Source: an optimization exercise on an open RTL-to-GDS flow (aim: small area, a short achievable clock period and few clock cycles per item). Production flows keep margins and buffers that such runs may drop. At most, simulation tests tie the RTL to the original design; equivalence was not proved. No activity file was given, so power comes from the tool's default toggle rates.

==> inputs of try-delta <==
## moving_average_oversampled
module moving_average_oversampled (
	input  logic                                clk,
	input  logic                                arst_n,
	input  logic                                sample_valid,
	output logic                                sample_stall,
	input  logic signed [mao_pkg::SampleW-1:0]  sample,
	output logic                                result_valid,
	input  logic                                result_stall,
	output logic signed [mao_pkg::SampleW-1:0]  filtered,
	output logic                                clipped,
	input  logic                                cfg_valid,
	output logic                                cfg_ready,
	input  logic                                cfg_index,
	input  logic [mao_pkg::CfgDataW-1:0]        cfg_data
);
	localparam int SW = mao_pkg::SumW;    
	localparam int NU = 16;
	logic [5:0] tap_count_q;
	logic [5:0] fac_q;       
	logic [5:0] held_q;
	logic [5:0] tcur;
	logic [5:0] tcur_n;
	logic [5:0] cfg_fac;
	logic       cfg_taps_we;
	assign cfg_ready   = 1'b1;
  ...
make LEC_CHECK=0 ABC_CLOCK_PERIOD_IN_PS=2500 CAP_MARGIN=20 CORE_MARGIN=2 CORE_UTILIZATION=60 SETUP_SLACK_MARGIN=4.0 SLEW_MARGIN=20 finish   # period 8.0 ns
run.sh (not shown) runs the stock make flow with config.mk's settings and CLKGATE_MAP_FILE= SYNTH_SCRIPT=/design/flow/synth_recipe.tcl, a recipe that flattens the netlist after the stock synthesis.
==> try-willow: changes against try-delta <==
--- a/flow/design.v
+++ b/flow/design.v
@@ -7,20 +7,19 @@
 	localparam int CfgDataW    = 16;
 	localparam int SumW        = SampleW + $clog2(WindowDepth);
 	localparam int RemW        = 5;
 	localparam int QuoW        = SampleW - 1;
 	localparam logic [TapW-1:0] TapCountReset = TapW'(32);
 endpackage
 module mao_addsub (
-	input  logic [mao_pkg::SumW-1:0] a,
-	input  logic [mao_pkg::SumW-1:0] b,
-	input  logic                     cin,
-	output logic [mao_pkg::SumW-1:0] y
+	input  logic signed [mao_pkg::SumW-1:0] a,
+	input  logic signed [mao_pkg::SumW-1:0] b,
+	output logic signed [mao_pkg::SumW-1:0] y
 );
-	assign y = a + b + mao_pkg::SumW'(cin);
+	assign y = a + b;
 endmodule
 module mao_window_ram (
 	input  logic                        clk,
 	input  logic                        wr_en,
 	input  logic                        wr_all,
 	input  logic [mao_pkg::AddrW-1:0]   wr_addr,
 	input  logic [mao_pkg::SampleW-1:0] wr_data,
@@ -49,15 +48,16 @@
 	output logic                                clipped,
 	input  logic                                cfg_valid,
 	output logic                                cfg_ready,
 	input  logic                                cfg_index,
 	input  logic [mao_pkg::CfgDataW-1:0]        cfg_data
 );
 	localparam int SW = mao_pkg::SumW;    
-	localparam int NU = 16;
+	localparam int CW = SW + 5;           
+	localparam int NU = 21;
 	logic [5:0] tap_count_q;
 	logic [5:0] fac_q;       
 	logic [5:0] held_q;
 	logic [5:0] tcur;
 	logic [5:0] tcur_n;
 	logic [5:0] cfg_fac;
 	logic       cfg_taps_we;
@@ -91,38 +91,37 @@
 	logic [2:0]  dc_cnt_q;
 	logic [5:0]  dc_r_q;
 	logic [5:0]  dc_quo_q;
 	logic        f_sv_q, f_item_q, f_wr_q, f_wall_q;
 	logic        f_azero_q, f_ahlv_q, f_bs_q, f_bsh_q, f_cw_q, f_neg_q;
 	logic [31:0] f_s_q, f_w_q;
 	logic [4:0]  f_wa_q;
+	logic [CW-1:0] cs_s_q, cs_c_q;
 	logic        vs_q;
 	logic signed [SW-1:0] s_q;
 	logic        v0_q;
 	logic        or_v_q, os_v_q;
 	logic [31:0] or_f_q, os_f_q;
 	logic        or_c_q, os_c_q;
 	logic        adv;
 	logic        accept, prime_op, samp_op, step_op;
 	logic [31:0] rd_data;
 	assign adv          = !os_v_q;
-	logic        en_f_q, en_s_q, en_r_q, en_fm_q, en_acc_q;
+	logic        en_f_q, en_s_q, en_r_q, en_fm_q;
 	always_ff @(posedge clk or negedge arst_n) begin
 		if (!arst_n) begin
 			en_f_q  <= 1'b0;
 			en_s_q  <= 1'b0;
 			en_r_q  <= 1'b0;
 			en_fm_q <= 1'b0;
-			en_acc_q <= 1'b0;
 		end else begin
-			en_acc_q <= adv_n && (adv ? f_sv_q : ad_sv_q);
 			en_f_q  <= adv_n;
 			en_s_q  <= adv_n && (adv ? (prime_op || samp_op || step_op) : f_sv_q);
 			en_r_q  <= adv_n && (adv ? f_item_q : vs_q);
-			en_fm_q <= adv_n && (adv ? b_v[NU-3] : b_v[NU]);
+			en_fm_q <= adv_n && (adv ? b_v[NU-1] : b_v[NU]);
 		end
 	end
 	assign sample_stall = sstall_q;
 	assign accept       = sample_valid && !sstall_q;
 	assign prime_op     = accept && !primed_q;
 	assign samp_op      = accept && primed_q;
 	assign step_op      = !accept && step_b;
@@ -327,55 +326,51 @@
 			f_ahlv_q  <= !accept && hlv_q;
 			f_bs_q    <= samp_op && teff_q != 6'd0;
 			f_bsh_q   <= prime_op;
 			f_cw_q    <= (samp_op && teff_q != 6'd0) || (!accept && !hlv_q);
 			f_neg_q   <= samp_op || !up_q;
 		end
 	end
-	logic [SW-1:0] ad_x, ad_y, ad_sum;
-	logic [SW-1:0] ad_q;
-	logic          ad_az_q, ad_ahlv_q, ad_sv_q;
-	assign ad_x = f_bs_q ? {{(SW-32){f_s_q[31]}}, f_s_q} :
-		(f_bsh_q ? {f_s_q, 5'd0} : '0);
-	assign ad_y = f_cw_q ? ({{(SW-32){f_w_q[31]}}, f_w_q} ^ {SW{f_neg_q}}) : '0;
-	mao_addsub u_add (
-		.a   (ad_x),
-		.b   (ad_y),
-		.cin (f_cw_q && f_neg_q),
-		.y   (ad_sum)
-	);
+	logic [CW-1:0] cs_a1, cs_a2, cs_b, cs_cc, cs_x1, cs_y1, cs_x2, cs_y2;
+	assign cs_a1 = f_azero_q ? '0 : (f_ahlv_q ? {cs_s_q[CW-1], cs_s_q[CW-1:1]} : cs_s_q);
+	assign cs_a2 = f_azero_q ? '0 : (f_ahlv_q ? {cs_c_q[CW-1], cs_c_q[CW-1:1]} : cs_c_q);
+	assign cs_b  = f_bs_q ? {{(CW-32){f_s_q[31]}}, f_s_q} : (f_bsh_q ? {{(CW-37){f_s_q[31]}}, f_s_q, 5'd0} : '0);
+	assign cs_cc = f_cw_q ? ({{(CW-32){f_w_q[31]}}, f_w_q} ^ {CW{f_neg_q}}) : '0;
+	assign cs_x1 = cs_a1 ^ cs_a2 ^ cs_b;
+	assign cs_y1 = {(cs_a1[CW-2:0] & cs_a2[CW-2:0]) | (cs_a1[CW-2:0] & cs_b[CW-2:0]) |
+		(cs_a2[CW-2:0] & cs_b[CW-2:0]), f_ahlv_q & cs_s_q[0] & cs_c_q[0]};
+	assign cs_x2 = cs_x1 ^ cs_y1 ^ cs_cc;
+	assign cs_y2 = {(cs_x1[CW-2:0] & cs_y1[CW-2:0]) | (cs_x1[CW-2:0] & cs_cc[CW-2:0]) |
+		(cs_y1[CW-2:0] & cs_cc[CW-2:0]), f_cw_q & f_neg_q};
 	always_ff @(posedge clk or negedge arst_n) begin
 		if (!arst_n) begin
-			vs_q    <= 1'b0;
-			v0_q    <= 1'b0;
-			ad_sv_q <= 1'b0;
+			vs_q <= 1'b0;
+			v0_q <= 1'b0;
 		end else if (adv) begin
-			vs_q    <= f_item_q;
-			v0_q    <= vs_q;
-			ad_sv_q <= f_sv_q;
+			vs_q <= f_item_q;
+			v0_q <= vs_q;
 		end
 	end
 	always_ff @(posedge clk) begin
 		if (en_s_q) begin
-			ad_q      <= ad_sum;
-			ad_az_q   <= f_azero_q;
-			ad_ahlv_q <= f_ahlv_q;
+			cs_s_q <= cs_x2;
+			cs_c_q <= cs_y2;
 		end
 	end
-	logic [SW-1:0] acc_a;
-	assign acc_a = ad_az_q ? '0 : (ad_ahlv_q ? {s_q[SW-1], s_q[SW-1:1]} : s_q);
+	logic signed [SW-1:0] s_res;
+	mao_addsub u_add (
+		.a   (cs_s_q[SW-1:0]),
+		.b   (cs_c_q[SW-1:0]),
+		.y   (s_res)
+	);
 	logic [5:0] r_d_q;
 	logic [6:0] r_d3_q;
 	always_ff @(posedge clk) begin
-		if (en_acc_q) begin
-			s_q <= acc_a + ad_q;
-		end
-	end
-	always_ff @(posedge clk) begin
 		if (en_r_q) begin
+			s_q    <= s_res;
 			r_d_q  <= d_q;
 			r_d3_q <= d3_q;
 		end
 	end
 	logic [NU:0]       b_v, b_sg, b_clp;
 	logic              x_sat;
 	logic [NU:0][4:0]  b_r;
@@ -396,29 +391,36 @@
 	assign b_r[0]   = {1'b0, x_m[35:32]};
 	assign b_d[0]   = x_m[31:0];
 	assign b_dd[0]  = r_d_q;
 	assign b_d3[0]  = r_d3_q;
 	for (genvar u = 0; u < NU; u++) begin : g_unit
 		logic [4:0]  r_o;
 		logic [31:0] d_o;
-		begin : g_r4
+		if (u == 0 || u % 2 == 1) begin : g_r4
 			logic [6:0] t;
 			logic [7:0] e1, e2, e3;
 			logic       g1, g2, g3;
 			assign t   = {b_r[u], b_d[u][31:30]};
 			assign e1  = {1'b0, t} - {2'b0, b_dd[u]};
 			assign e2  = {1'b0, t} - {1'b0, b_dd[u], 1'b0};
 			assign e3  = {1'b0, t} - {1'b0, b_d3[u]};
 			assign g1  = !e1[7];
 			assign g2  = !e2[7];
 			assign g3  = !e3[7];
 			assign r_o = g3 ? e3[4:0] : (g2 ? e2[4:0] : (g1 ? e1[4:0] : t[4:0]));
 			assign d_o = {b_d[u][29:0], g2, g3 || (g1 && !g2)};
+		end else begin : g_r2
+			logic [5:0] t;
+			logic [6:0] e1;
+			assign t   = {b_r[u], b_d[u][31]};
+			assign e1  = {1'b0, t} - {1'b0, b_dd[u]};
+			assign r_o = e1[6] ? t[4:0] : e1[4:0];
+			assign d_o = {b_d[u][30:0], !e1[6]};
 		end
-		if (u % 2 == 0 && u < NU - 1) begin : g_reg
+		if (u % 2 == 0) begin : g_reg
 			logic en_q;
 			always_ff @(posedge clk or negedge arst_n) begin
 				if (!arst_n) begin
 					b_v[u+1] <= 1'b0;
 					en_q     <= 1'b0;
 				end else begin
 					if (adv) b_v[u+1] <= b_v[u];
--- a/flow/config.mk
+++ b/flow/config.mk
@@ -5,9 +5,9 @@
 export SDC_FILE = /design/flow/constraint.sdc
 export NUM_CORES = 4
 export LEC_CHECK = 0
 export ABC_CLOCK_PERIOD_IN_PS = 2500
 export CAP_MARGIN = 20
 export CORE_MARGIN = 2
 export CORE_UTILIZATION = 60
-export SETUP_SLACK_MARGIN = 4.0
+export SETUP_SLACK_MARGIN = 4.5
 export SLEW_MARGIN = 20
==> try-xenon: changes against try-delta <==
--- a/flow/design.v
+++ b/flow/design.v
@@ -49,15 +49,15 @@
 	output logic                                clipped,
 	input  logic                                cfg_valid,
 	output logic                                cfg_ready,
 	input  logic                                cfg_index,
 	input  logic [mao_pkg::CfgDataW-1:0]        cfg_data
 );
 	localparam int SW = mao_pkg::SumW;    
-	localparam int NU = 16;
+	localparam int NU = 21;
 	logic [5:0] tap_count_q;
 	logic [5:0] fac_q;       
 	logic [5:0] held_q;
 	logic [5:0] tcur;
 	logic [5:0] tcur_n;
 	logic [5:0] cfg_fac;
 	logic       cfg_taps_we;
@@ -78,16 +78,15 @@
 	end
 	logic        primed_q;
 	logic [5:0]  teff_q;      
 	logic [5:0]  p_q;         
 	logic [4:0]  pe_q;        
 	logic        alleq_q;     
 	logic [4:0]  ra_q;        
-	logic        stp_q, up_q, hlv_q;
-	logic        stale_q;     
+	logic        stp_q, up_q, hlv_q, zro_q;
 	logic        sstall_q;
 	logic [5:0]  d_q;
 	logic [6:0]  d3_q;
 	logic        dq_ok_q;
 	logic [2:0]  dc_cnt_q;
 	logic [5:0]  dc_r_q;
 	logic [5:0]  dc_quo_q;
@@ -101,28 +100,26 @@
 	logic        or_v_q, os_v_q;
 	logic [31:0] or_f_q, os_f_q;
 	logic        or_c_q, os_c_q;
 	logic        adv;
 	logic        accept, prime_op, samp_op, step_op;
 	logic [31:0] rd_data;
 	assign adv          = !os_v_q;
-	logic        en_f_q, en_s_q, en_r_q, en_fm_q, en_acc_q;
+	logic        en_f_q, en_s_q, en_r_q, en_acc_q;
 	always_ff @(posedge clk or negedge arst_n) begin
 		if (!arst_n) begin
 			en_f_q  <= 1'b0;
 			en_s_q  <= 1'b0;
 			en_r_q  <= 1'b0;
-			en_fm_q <= 1'b0;
 			en_acc_q <= 1'b0;
 		end else begin
 			en_acc_q <= adv_n && (adv ? f_sv_q : ad_sv_q);
 			en_f_q  <= adv_n;
 			en_s_q  <= adv_n && (adv ? (prime_op || samp_op || step_op) : f_sv_q);
 			en_r_q  <= adv_n && (adv ? f_item_q : vs_q);
-			en_fm_q <= adv_n && (adv ? b_v[NU-3] : b_v[NU]);
 		end
 	end
 	assign sample_stall = sstall_q;
 	assign accept       = sample_valid && !sstall_q;
 	assign prime_op     = accept && !primed_q;
 	assign samp_op      = accept && primed_q;
 	assign step_op      = !accept && step_b;
@@ -133,35 +130,36 @@
 		.wr_addr (f_wa_q),
 		.wr_data (f_s_q),
 		.rd_addr (ra_q),
 		.rd_data (rd_data)
 	);
 	logic [5:0] teff_n, p_n, pe_inc;
 	logic [4:0] pe_n, ra_n;
-	logic       alleq_n, primed_n, stp_n, up_n, hlv_n;
+	logic       alleq_n, primed_n, stp_n, up_n, hlv_n, zro_n;
 	logic       teq_n;
 	logic       dq_ok_n, adv_n, os_v_n, can_n;
 	assign pe_inc = {1'b0, pe_q} + 6'd1;
-	function automatic logic [8:0] cand(input logic [5:0] teff, input logic [4:0] pe,
+	function automatic logic [9:0] cand(input logic [5:0] teff, input logic [4:0] pe,
 		input logic alleq, input logic [5:0] tc, input logic [5:0] tcn);
-		logic stp, up, hlv, teq;
+		logic stp, up, hlv, zro, teq;
 		logic [4:0] ra;
 		stp = (teff != tc);
 		up  = teff < tc;
 		hlv = alleq && !teff[0] && (teff != 6'd0) && ({1'b0, teff[5:1]} >= tc);
+		zro = (teff > tc) && ({tc, 1'b1} < teff);
 		teq = (teff == tcn);
 		ra  = teq ? pe : (up ? teff[4:0] : 5'(teff - 6'd1));
-		cand = {stp, up, hlv, teq, ra};
+		cand = {stp, up, hlv, zro, teq, ra};
 	endfunction
 	logic [5:0] teff_a, teff_b, p_a, t_up, t_dn, t_hv;
 	logic [4:0] pe_a, pe_b, pe_up, pe_dn, pe_hv;
 	logic       alleq_a, dq_ok_a, dq_ok_b, step_b;
-	logic [8:0] c_a, c_b, c_0, c_up, c_dn, c_hv, c_n;
+	logic [9:0] c_a, c_b, c_0, c_up, c_dn, c_hv, c_zr, c_n;
 	logic       can_a, can_b;
-	assign step_b = adv && primed_q && stp_q && !stale_q && (hlv_q || (!f_wr_q && !f_wall_q));
+	assign step_b = adv && primed_q && stp_q && (hlv_q || zro_q || (!f_wr_q && !f_wall_q));
 	always_comb begin
 		if (!primed_q) begin
 			teff_a  = 6'd32;
 			p_a     = p_q;
 			pe_a    = p_q[5] ? 5'd0 : p_q[4:0];
 			alleq_a = 1'b1;
 			dq_ok_a = (fac_q == 6'd1);
@@ -175,30 +173,35 @@
 	end
 	assign t_up  = teff_q + 6'd1;
 	assign t_dn  = teff_q - 6'd1;
 	assign t_hv  = {1'b0, teff_q[5:1]};
 	assign pe_up = (p_q >= t_up) ? 5'd0 : p_q[4:0];
 	assign pe_dn = (p_q >= t_dn) ? 5'd0 : p_q[4:0];
 	assign pe_hv = (p_q >= t_hv) ? 5'd0 : p_q[4:0];
-	assign c_a  = cand(teff_a, pe_a, alleq_a, tcur, tcur_n);
-	assign c_0  = cand(teff_q, pe_q, alleq_q, tcur, tcur_n);
-	assign c_up = cand(t_up, pe_up, alleq_q, tcur, tcur_n);
-	assign c_dn = cand(t_dn, pe_dn, alleq_q, tcur, tcur_n);
-	assign c_hv = cand(t_hv, pe_hv, alleq_q, tcur, tcur_n);
+	assign c_a  = cand(teff_a, pe_a, alleq_a, tcur_n, tcur_n);
+	assign c_0  = cand(teff_q, pe_q, alleq_q, tcur_n, tcur_n);
+	assign c_up = cand(t_up, pe_up, alleq_q, tcur_n, tcur_n);
+	assign c_dn = cand(t_dn, pe_dn, alleq_q, tcur_n, tcur_n);
+	assign c_hv = cand(t_hv, pe_hv, alleq_q, tcur_n, tcur_n);
+	assign c_zr = cand(6'd0, 5'd0, alleq_q, tcur_n, tcur_n);
 	always_comb begin
 		teff_b  = teff_q;
 		pe_b    = pe_q;
 		c_b     = c_0;
 		dq_ok_b = dq_ok_q || d_load;
 		if (step_b) begin
 			dq_ok_b = 1'b0;
 			if (hlv_q) begin
 				teff_b = t_hv;
 				pe_b   = pe_hv;
 				c_b    = c_hv;
+			end else if (zro_q) begin
+				teff_b = 6'd0;
+				pe_b   = 5'd0;
+				c_b    = c_zr;
 			end else if (up_q) begin
 				teff_b = t_up;
 				pe_b   = pe_up;
 				c_b    = c_up;
 			end else begin
 				teff_b = t_dn;
 				pe_b   = pe_dn;
@@ -212,43 +215,44 @@
 	assign can_n = accept ? can_a : can_b;
 	assign teff_n   = accept ? teff_a : teff_b;
 	assign p_n      = accept ? p_a : p_q;
 	assign pe_n     = accept ? pe_a : pe_b;
 	assign alleq_n  = accept ? alleq_a : alleq_q;
 	assign primed_n = primed_q || accept;
 	assign dq_ok_n  = accept ? dq_ok_a : dq_ok_b;
-	assign stp_n    = primed_n && c_n[8];
-	assign up_n     = c_n[7];
-	assign hlv_n    = c_n[6];
+	assign stp_n    = primed_n && c_n[9];
+	assign up_n     = c_n[8];
+	assign hlv_n    = c_n[7];
+	assign zro_n    = c_n[6];
 	assign teq_n    = c_n[5];
 	assign ra_n     = c_n[4:0];
 	always_ff @(posedge clk or negedge arst_n) begin
 		if (!arst_n) begin
 			primed_q <= 1'b0;
 			teff_q   <= '0;
 			p_q      <= '0;
 			pe_q     <= '0;
 			alleq_q  <= 1'b0;
 			ra_q     <= '0;
 			stp_q    <= 1'b0;
 			up_q     <= 1'b0;
 			hlv_q    <= 1'b0;
-			stale_q  <= 1'b0;
+			zro_q    <= 1'b0;
 			sstall_q <= 1'b0;
 		end else begin
 			primed_q <= primed_n;
 			teff_q   <= teff_n;
 			p_q      <= p_n;
 			pe_q     <= pe_n;
 			alleq_q  <= alleq_n;
 			ra_q     <= ra_n;
 			stp_q    <= stp_n;
 			up_q     <= up_n;
 			hlv_q    <= hlv_n;
-			stale_q  <= cfg_taps_we;
+			zro_q    <= zro_n;
 			sstall_q <= !can_n;
 		end
 	end
 	always_ff @(posedge clk or negedge arst_n) begin
 		if (!arst_n) begin
 			held_q <= 6'd1;
 		end else if (prime_op) begin
@@ -319,19 +323,19 @@
 		end
 	end
 	always_ff @(posedge clk) begin
 		if (en_f_q) begin
 			f_s_q     <= sample;
 			f_w_q     <= rd_data;
 			f_wa_q    <= pe_q;
-			f_azero_q <= prime_op;
+			f_azero_q <= prime_op || (!accept && !hlv_q && zro_q);
 			f_ahlv_q  <= !accept && hlv_q;
 			f_bs_q    <= samp_op && teff_q != 6'd0;
 			f_bsh_q   <= prime_op;
-			f_cw_q    <= (samp_op && teff_q != 6'd0) || (!accept && !hlv_q);
+			f_cw_q    <= (samp_op && teff_q != 6'd0) || (!accept && !hlv_q && !zro_q);
 			f_neg_q   <= samp_op || !up_q;
 		end
 	end
 	logic [SW-1:0] ad_x, ad_y, ad_sum;
 	logic [SW-1:0] ad_q;
 	logic          ad_az_q, ad_ahlv_q, ad_sv_q;
 	assign ad_x = f_bs_q ? {{(SW-32){f_s_q[31]}}, f_s_q} :
@@ -396,29 +400,36 @@
 	assign b_r[0]   = {1'b0, x_m[35:32]};
 	assign b_d[0]   = x_m[31:0];
 	assign b_dd[0]  = r_d_q;
 	assign b_d3[0]  = r_d3_q;
 	for (genvar u = 0; u < NU; u++) begin : g_unit
 		logic [4:0]  r_o;
 		logic [31:0] d_o;
-		begin : g_r4
+		if (u == 0 || u % 2 == 1) begin : g_r4
 			logic [6:0] t;
 			logic [7:0] e1, e2, e3;
 			logic       g1, g2, g3;
 			assign t   = {b_r[u], b_d[u][31:30]};
 			assign e1  = {1'b0, t} - {2'b0, b_dd[u]};
 			assign e2  = {1'b0, t} - {1'b0, b_dd[u], 1'b0};
 			assign e3  = {1'b0, t} - {1'b0, b_d3[u]};
 			assign g1  = !e1[7];
 			assign g2  = !e2[7];
 			assign g3  = !e3[7];
 			assign r_o = g3 ? e3[4:0] : (g2 ? e2[4:0] : (g1 ? e1[4:0] : t[4:0]));
 			assign d_o = {b_d[u][29:0], g2, g3 || (g1 && !g2)};
+		end else begin : g_r2
+			logic [5:0] t;
+			logic [6:0] e1;
+			assign t   = {b_r[u], b_d[u][31]};
+			assign e1  = {1'b0, t} - {1'b0, b_dd[u]};
+			assign r_o = e1[6] ? t[4:0] : e1[4:0];
+			assign d_o = {b_d[u][30:0], !e1[6]};
 		end
-		if (u % 2 == 0 && u < NU - 1) begin : g_reg
+		if (u % 2 == 0) begin : g_reg
 			logic en_q;
 			always_ff @(posedge clk or negedge arst_n) begin
 				if (!arst_n) begin
 					b_v[u+1] <= 1'b0;
 					en_q     <= 1'b0;
 				end else begin
 					if (adv) b_v[u+1] <= b_v[u];
@@ -441,41 +452,27 @@
 			assign b_clp[u+1] = b_clp[u];
 			assign b_r[u+1]   = r_o;
 			assign b_d[u+1]   = d_o;
 			assign b_dd[u+1]  = b_dd[u];
 			assign b_d3[u+1]  = b_d3[u];
 		end
 	end
-	logic        fm_v_q, fm_sat_q, fm_sg_q, fm_clp_q, fm_inc_q;
-	logic [30:0] fm_q_q;
-	always_ff @(posedge clk or negedge arst_n) begin
-		if (!arst_n) begin
-			fm_v_q <= 1'b0;
-		end else if (adv) begin
-			fm_v_q <= b_v[NU];
-		end
-	end
-	always_ff @(posedge clk) begin
-		if (en_fm_q) begin
-			fm_sat_q <= b_d[NU][31];
-			fm_sg_q  <= b_sg[NU];
-			fm_clp_q <= b_clp[NU];
-			fm_inc_q <= b_sg[NU] && (({1'b0, b_r[NU]} + 6'd1) != b_dd[NU]);
-			fm_q_q   <= b_d[NU][30:0] ^ {31{b_sg[NU]}};
-		end
-	end
 	logic [31:0] fmt_f;
 	logic        fmt_c;
 	logic [31:0] fm_sum;
-	assign fm_sum = {fm_sg_q, fm_q_q} + {31'd0, fm_inc_q};
-	assign fmt_f  = fm_sat_q ? (fm_sg_q ? 32'h8000_0000 : 32'h7fff_ffff) : fm_sum;
-	assign fmt_c  = fm_clp_q;
+	logic        fm_sat, fm_sg, fm_inc;
+	assign fm_sat = b_d[NU][31];
+	assign fm_sg  = b_sg[NU];
+	assign fm_inc = fm_sg && (({1'b0, b_r[NU]} + 6'd1) != b_dd[NU]);
+	assign fm_sum = {fm_sg, b_d[NU][30:0] ^ {31{fm_sg}}} + {31'd0, fm_inc};
+	assign fmt_f  = fm_sat ? (fm_sg ? 32'h8000_0000 : 32'h7fff_ffff) : fm_sum;
+	assign fmt_c  = b_clp[NU];
 	logic take, in_v;
 	assign take = or_v_q && !result_stall;
-	assign in_v = adv && fm_v_q;
+	assign in_v = adv && b_v[NU];
 	always_comb begin
 		os_v_n = os_v_q;
 		if (os_v_q) begin
 			if (take) os_v_n = 1'b0;
 		end else if (or_v_q && !take && in_v) begin
 			os_v_n = 1'b1;
 		end
==> flow/config.mk (replaced) <==
export PLATFORM = sky130hd
export DESIGN_NAME = moving_average_oversampled
export DESIGN_NICKNAME = moving_average_oversampled
export VERILOG_FILES = /design/flow/design.v
export SDC_FILE = /design/flow/constraint.sdc
export NUM_CORES = 4
export LEC_CHECK = 0
export ABC_CLOCK_PERIOD_IN_PS = 3500
export CAP_MARGIN = 20
export CORE_MARGIN = 2
export CORE_UTILIZATION = 60
export SETUP_SLACK_MARGIN = 4.5
export SLEW_MARGIN = 20
==> comparison table <==
| item | try-delta | try-willow | try-xenon |
|---|---|---|---|
| Synthesized-area fraction occupied by and/or/nand/nor cells | 6.22% | 5.41% | 5.75% |
| Count of fill cells added during filler insertion | 9616 | 9953 | 9260 |
| Net Sw Power | 11.0 mW | 11.1 mW | 11.3 mW |
| Final Critical Period | 4.18 ns | 3.86 ns | 3.82 ns |
| Number of enable flip-flop cells after synthesis | 1695 | 1887 | 1808 |
| Wire length per cell | 28.1 um | 28.8 um | 28.8 um |
| PnR Total Power | 31.9 mW | 33.9 mW | 33.9 mW |
| Top-area cell type share of the netlist area | 60.7% | 64.0% | 62.9% |
| Buffers & Inverters on Critical Path | 5 | 1 | 2 |
| Worst-case reg-to-reg path depth | 22 | 15 | 18 |
| Run status | no timing/DRC/antenna violations | no timing/DRC/antenna violations | no timing/DRC/antenna violations |
| Mux share of post-synthesis cell area | 2.42% | 3.33% | 2.82% |
| Fraction of area in clock buffers and inverters | 5.97% | 6.32% | 6.20% |
| Worst reg2reg path startpoint | b_d[191] | b_d[127] | b_d[319] |
| Headroom to the max-slew limit | 28.5% | 25.7% | 23.0% |
| Sequential cell area share | 55.2% | 57.7% | 55.5% |
| Antenna violations before repair | 4 | 2 | 3 |
| Count of synthesis-stage warnings from yosys | 59 | 73 | 73 |
Testbench counts of try-willow, summed over its fixed seeds: cycles 2,378, items 1,920.
Testbench counts of try-xenon, summed over its fixed seeds: cycles 2,332, items 1,920.
Only the layout flow was run in try-delta; the RTL was not checked for function there.

static timing again, ports no longer ideal:
Ports are ideal in the flow. The routed layouts listed here were re-timed in OpenROAD.
Step 1 assumes that a clkbuf_16 drives the clock port and a buf_2 every other input.
Step 2, shift: input delay + t, output delay - t, t = (earliest + latest rising clock arrival at the registers) / 2. This alone moves slack from input paths to output paths.
Three values: ideal, step 1, step 2; two values: the first two.
run	t, ns	slack for setup (ns)	worst setup path at the end	clock arrival spread, ns	slew at the worst register clock pin (ns)
try-delta	0.887	3.816 / 3.816 / 3.348	input to register	0.108 / 0.108	0.07 / 0.07
try-willow	0.919	4.143 / 4.143 / 3.672	input to register	0.090 / 0.090	0.07 / 0.07
try-xenon	0.898	4.179 / 4.179 / 3.485	input to register	0.058 / 0.058	0.07 / 0.07
After both steps setup and hold are still met in every run listed. For try-xenon, which loses most, drivers alone change the setup slack by 0.000 ns; drivers and shift together by -0.694 ns.
